Context: an optimization exercise on an open-source flow, tuned for small area, a short achievable clock period and few clock cycles per item. The choices shown serve that exercise and are no tape-out recipe.
Function was checked by simulation only, so behaviour that the tests miss may differ from the original.

Design drive_to_relative_point, start of the top module:
module drive_to_relative_point #(
    parameter int POS_WIDTH     = 32,
    parameter int VEL_FRAC_BITS = 15
) (
    input  logic                 i_clk,
    input  logic                 i_rst_n,
    input  logic                 i_cfg_we,
    input  logic [CIDX_W-1:0]    i_cfg_idx,
    input  logic [CDAT_W-1:0]    i_cfg_wdata,
    input  logic                 i_in_valid,
    output logic                 o_in_ready,
    input  logic [1:0]           i_action,
    input  logic [POS_WIDTH-1:0] i_pos_x,
    input  logic [POS_WIDTH-1:0] i_pos_y,
    input  logic [31:0]          i_yaw,
    output logic                 o_out_valid,
    input  logic                 i_out_ready,
    output logic [OUT_W-1:0]     o_vel_x,
    output logic [OUT_W-1:0]     o_vel_y,
    output logic [OUT_W-1:0]     o_vel_rot,
    output logic                 o_finished,
    output logic [1:0]           o_finish_cause,
    output logic                 o_stop_drive
);
    localparam int QD = 8;      
    localparam int QA = 3;      
    typedef enum logic [2:0] {
        S_IDLE, S_CLAMP, S_ABS, S_LZ, S_SQ, S_END
    } t_front;
    logic [31:0]        r_off_x, r_off_y, r_tgt_hdg;
    logic [SPEED_W-1:0] r_speed;
    logic [15:0]        r_thresh;
    logic [23:0]        r_tmo;
    logic               r_stop;
    logic [31:0]        r_goal_x, r_goal_y;
    logic               r_running;
    logic [23:0]        r_ticks;
    t_front             s_state;
    logic               r_in_ready;
    logic [32:0]        r_dx, r_dy, r_err;
    logic               r_xneg, r_yneg, r_eneg, r_shift, r_big;
    logic [30:0]        r_x, r_y;
    logic [35:0]        r_e;
    logic               r_ef;
    logic [31:0]        r_r;
    logic [4:0]         r_ptr;
    logic               r_pend;
    logic [QA-1:0]      r_pend_idx;
    logic               r_bx, r_by;
    logic [34:0]        r_dxy;
    logic               d_valid, d_run;
    logic [30:0]        d_ax, d_ay;
    logic [31:0]        d_r;
    logic [32:0]        d_remx, d_remy;
    logic               d_fx, d_fy;
    logic [SPEED_W-1:0] d_qx, d_qy;
    logic               d_xneg, d_yneg;
  ...
For scale: about 8300 cells after synthesis, ~840 flip-flops, ~190 I/O pins, roughly 0.063 mm² of cells after synthesis.
make LEC_CHECK=0 ABC_AREA=1 CAP_MARGIN=10 CORE_MARGIN=2 CORE_UTILIZATION=60 SETUP_SLACK_MARGIN=5 SLEW_MARGIN=10 finish   # period 11.0 ns
run.sh (not shown) runs the stock make flow with config.mk's settings and CLKGATE_MAP_FILE= SYNTH_SCRIPT=/design/flow/synth_recipe.tcl, a recipe that flattens the netlist after the stock synthesis.
Testbench counts at the start, summed over its fixed seeds: cycles 67,409, items 6,400.
Change:
--- a/flow/config.mk
+++ b/flow/config.mk
@@ -9 +9 @@
-export CAP_MARGIN = 10
+export CAP_MARGIN = 20
@@ -11 +11,2 @@
-export CORE_UTILIZATION = 60
+export CORE_UTILIZATION = 65
+export PLACE_DENSITY = 0.7
@@ -13 +14 @@
-export SLEW_MARGIN = 10
+export SLEW_MARGIN = 20
Outcome: Die area shrinks by a little under a tenth; synthesized area does not change.
Change:
--- a/flow/config.mk
+++ b/flow/config.mk
@@ -11,2 +11 @@
-export CORE_UTILIZATION = 65
-export PLACE_DENSITY = 0.7
+export CORE_UTILIZATION = 60
After rerunning: Worst hold slack improved by 11 ps. Clock-buffer cell count decreases by 7. Flip-flop and latch count stays the same. Register-to-register slack improves by 30 ps.

drive_to_relative_point again, from the RTL that the note above started with.
export LEC_CHECK = 0
export ABC_AREA = 1
export CAP_MARGIN = 10
export CORE_MARGIN = 2
export CORE_UTILIZATION = 55
export SETUP_SLACK_MARGIN = 5
export SLEW_MARGIN = 10
create_clock -name core_clock -period 11.0 [get_ports {i_clk}]
Testbench counts at the start, summed over its fixed seeds: cycles 67,409, items 6,400.
Rerun with:
Settings changed: CAP_MARGIN 10 to 20, CORE_UTILIZATION 55 to 40, SLEW_MARGIN 10 to 20.
Global-route usage is lower by 8.1 points; hold slack gets worse by 12 ps; design area is higher by 1.4%; fmax is lower by 2.6%; utilization is lower by 17 points; count of clock-buffer cells in the layout is higher by 2; worst setup slack gets worse by 150 ps; critical path depth is lower by 5; routed wire length is higher by 3.4%.
Rerun with:
Settings changed: CORE_UTILIZATION 40 to 60, PLACE_DENSITY set to 0.7.
Result: Synthesized cell count stays the same; final cell count fell by 6.6%; final area fell by 2.0%; routed wire length fell by 3.6%; hold slack is better by 15 ps.
Rerun with:
Settings changed: ABC_AREA 1 to not set, CORE_UTILIZATION 60 to 40, PLACE_DENSITY 0.7 to not set.
Outcome: The changed run passed the timing, design-rule and antenna checks. Die area climbs by 52%. Routed wire length rose by 1.9%. Via count falls by 4.2%. Global-route usage shrinks by 12 points. Final area is higher by 4.0%. Setup slack gets worse by 130 ps. Sequential cell count is unchanged.
Rerun with:
Settings changed: CORE_UTILIZATION 40 to 60.
Effect: The new run produced a clean layout; sequential share of layout area rises by 0.42 points; worst setup slack got worse by 8.6 ps; area after synthesis does not change; cell count falls by about 7%; register-to-register slack stays flat; via count rises by about 1.8%; critical path depth falls by 2; final area falls by about 1.5%; global-route usage rises by 11 points; die area falls by about 33%.

== run D ==
Starting RTL as in the previous note.
export LEC_CHECK = 0
export CAP_MARGIN = 20
export CORE_MARGIN = 2
export CORE_UTILIZATION = 40
export SETUP_SLACK_MARGIN = 5
export SLEW_MARGIN = 20
create_clock -name core_clock -period 11.0 [get_ports {i_clk}]
standard.sh (not shown) runs the stock make flow with config.mk's settings and CLKGATE_MAP_FILE= SYNTH_SCRIPT=/design/flow/synth_recipe.tcl, a recipe that flattens the netlist after the stock synthesis.
==> flow/flow/run.sh <==
#!/bin/bash
set -euo pipefail
MARGIN=7
sed "s/SETUP_SLACK_MARGIN=[0-9.-]*/SETUP_SLACK_MARGIN=${MARGIN}/" standard.sh > standard_margin.sh
grep -q "SETUP_SLACK_MARGIN=${MARGIN} " standard_margin.sh
bash standard_margin.sh > standard.log 2>&1
Testbench counts of run D, summed over its fixed seeds: cycles 67,409, items 6,400.
Here is what was changed in the inputs of run F compared with run D.
- CORE_UTILIZATION now 60, was 40
- ABC_AREA now 1, previously not set
- SLEW_MARGIN now 5, was 20
- CAP_MARGIN now 5, was 20
==> flow/run.sh (new file) <==
#!/bin/bash
# synth_recipe.tcl (not shown) runs the flow's synth.tcl, then flattens the netlist and writes it again
# the make line also repeats each setting of config.mk as NAME=value (left out here)
make -C /OpenROAD-flow-scripts/flow DESIGN_CONFIG=/design/flow/config.mk WORK_HOME=/design/flow/orfs CLKGATE_MAP_FILE= SYNTH_SCRIPT=/design/flow/synth_recipe.tcl finish
removed: flow/flow/run.sh
removed: flow/standard.sh
Results
- Source-to-sink clock delay at the later pin of the worst-skew pair (lower): run F
- Result: PASS for each of run D and run F
- Comparing run D and run F, the lower inverter count was measured on run D.

drive_to_relative_point, a different RTL version from the one above (not shown whole).
Size: roughly 7,200 cells after synthesis, roughly 820 flip-flops, roughly 190 I/O pins, ~61,000 µm² of cells after synthesis.
export LEC_CHECK = 0
export CAP_MARGIN = 20
export CORE_MARGIN = 2
export CORE_UTILIZATION = 40
export SLEW_MARGIN = 20
create_clock -name core_clock -period 11.0 [get_ports {i_clk}]
run.sh (not shown) runs the stock make flow with config.mk's settings and CLKGATE_MAP_FILE= SYNTH_SCRIPT=/design/flow/synth_recipe.tcl, a recipe that flattens the netlist after the stock synthesis.
Stock flow here: none of the scripts above is used.
The starting point ran to the end with no violations.
Testbench counts at the start, summed over its fixed seeds: cycles 73,608, items 6,400.
==> next run, changes <==
Settings changed: SETUP_SLACK_MARGIN set to 3.5.
The changed run finished with timing, DRC and antenna clean; cell area increases by a few percent; worst hold slack is worse by 0.025 ns; critical path depth decreases by 1; via count came out higher slightly; final cell count goes up slightly; wire length came out higher by a few percent; global-route usage came out higher by 0.41 points; maximum frequency is higher by a quarter to a third; non-clock buffer count increases by 52.

== before ==
Another version of the RTL of drive_to_relative_point (not shown whole).
For scale: about 7700 cells after synthesis, about 840 flip-flops, ~0.063 mm^2 of cells after synthesis.
clock: 11.0 ns
lec_check: 0
cap_margin: 20
core_margin: 2
core_utilization: 40
setup_slack_margin: 5
slew_margin: 20
standard.sh (not shown) runs the stock make flow with config.mk's settings and CLKGATE_MAP_FILE= SYNTH_SCRIPT=/design/flow/synth_recipe.tcl, a recipe that flattens the netlist after the stock synthesis.
==> flow/flow/run.sh <==
#!/bin/bash
set -euo pipefail
MARGIN=7
sed "s/SETUP_SLACK_MARGIN=[0-9.-]*/SETUP_SLACK_MARGIN=${MARGIN}/" standard.sh > standard_margin.sh
grep -q "SETUP_SLACK_MARGIN=${MARGIN} " standard_margin.sh
bash standard_margin.sh > standard.log 2>&1
before did not stop at any stage, and its layout met the timing, design-rule and antenna checks.
Testbench counts of before, summed over its fixed seeds: cycles 67,409, items 6,400.
For after, these inputs were changed with respect to before:
==> flow/run.sh (new file) <==
#!/bin/bash
# synth_recipe.tcl (not shown) runs the flow's synth.tcl, then flattens the netlist and writes it again
# the make line also repeats each setting of config.mk as NAME=value (left out here)
make -C /OpenROAD-flow-scripts/flow DESIGN_CONFIG=/design/flow/config.mk WORK_HOME=/design/flow/orfs CLKGATE_MAP_FILE= SYNTH_SCRIPT=/design/flow/synth_recipe.tcl finish
removed: flow/flow/run.sh
removed: flow/standard.sh
Compared with before, count of vias placed by the detailed router in after decreased by a few percent.
Min number of diodes added for antenna fixing across before and after: before
From after to before, flip-flop and latch count did not move at all.
after against before: final clock period utilization by the worst path now sits lower; final instance area shrank by about 12%; cell area after synthesis barely changed.
Global-route total usage across every layer for after is lower than for before.
Looking at before and after, the worst-skew pair later-pin latency is a wash.

## separate check: timing with driven ports
Ports are ideal in the flow. The routed layouts listed here were re-timed in OpenROAD.
Step 1: set_driving_cell puts a clkbuf_16 on i_clk and a buf_2 on each other input, an assumption about the parent block.
Step 2 also shifts input and output timing later by t, the mid clock arrival at the registers, as if the neighbouring blocks saw the same clock.
a / b / c = ideal ports / drivers / drivers and shift; a / b = the first two.
run | t, ns | slack for setup (ns) | hold slack, ns | worst setup path after step 2
the first run of note 1 | 0.764 | 5.291 / 5.331 / 4.567 | 0.433 / 0.433 / 0.433 | input to register
the second run of note 1 | 0.779 | 5.272 / 5.330 / 4.551 | 0.422 / 0.422 / 0.422 | input to register
the third run of note 1 | 0.762 | 5.309 / 5.347 / 4.585 | 0.433 / 0.433 / 0.433 | input to register
the first run of note 2 | 0.772 | 5.348 / 5.348 / 4.602 | 0.420 / 0.420 / 0.420 | input to register
the second run of note 2 | 0.811 | 5.199 / 5.233 / 4.422 | 0.408 / 0.408 / 0.408 | input to register
the third run of note 2 | 0.768 | 5.242 / 5.242 / 4.524 | 0.423 / 0.423 / 0.423 | input to register
the fourth run of note 2 | 0.805 | 5.116 / 5.116 / 4.408 | 0.427 / 0.427 / 0.427 | input to register
the fifth run of note 2 | 0.766 | 5.108 / 5.108 / 4.458 | 0.421 / 0.421 / 0.421 | input to register
run D | 0.835 | 5.461 / 5.461 / 5.044 | 0.423 / 0.423 / 0.423 | input to register
run F | 0.762 | 5.307 / 5.321 / 4.584 | 0.432 / 0.432 / 0.432 | input to register
the first run of note 4 | 0.776 | 1.308 / 1.308 / 1.308 | 0.449 / 0.449 / 0.449 | register to register
the second run of note 4 | 0.786 | 3.413 / 3.413 / 3.141 | 0.424 / 0.424 / 0.424 | input to register
before | 0.821 | 5.035 / 5.035 / 4.910 | 0.424 / 0.424 / 0.424 | input to register
after | 0.815 | 5.071 / 5.071 / 4.364 | 0.422 / 0.422 / 0.422 | input to register
After both steps every run listed still meets setup and hold. For the second run of note 2, which loses most, drivers alone change the setup slack by +0.034 ns; drivers and shift together by -0.777 ns.
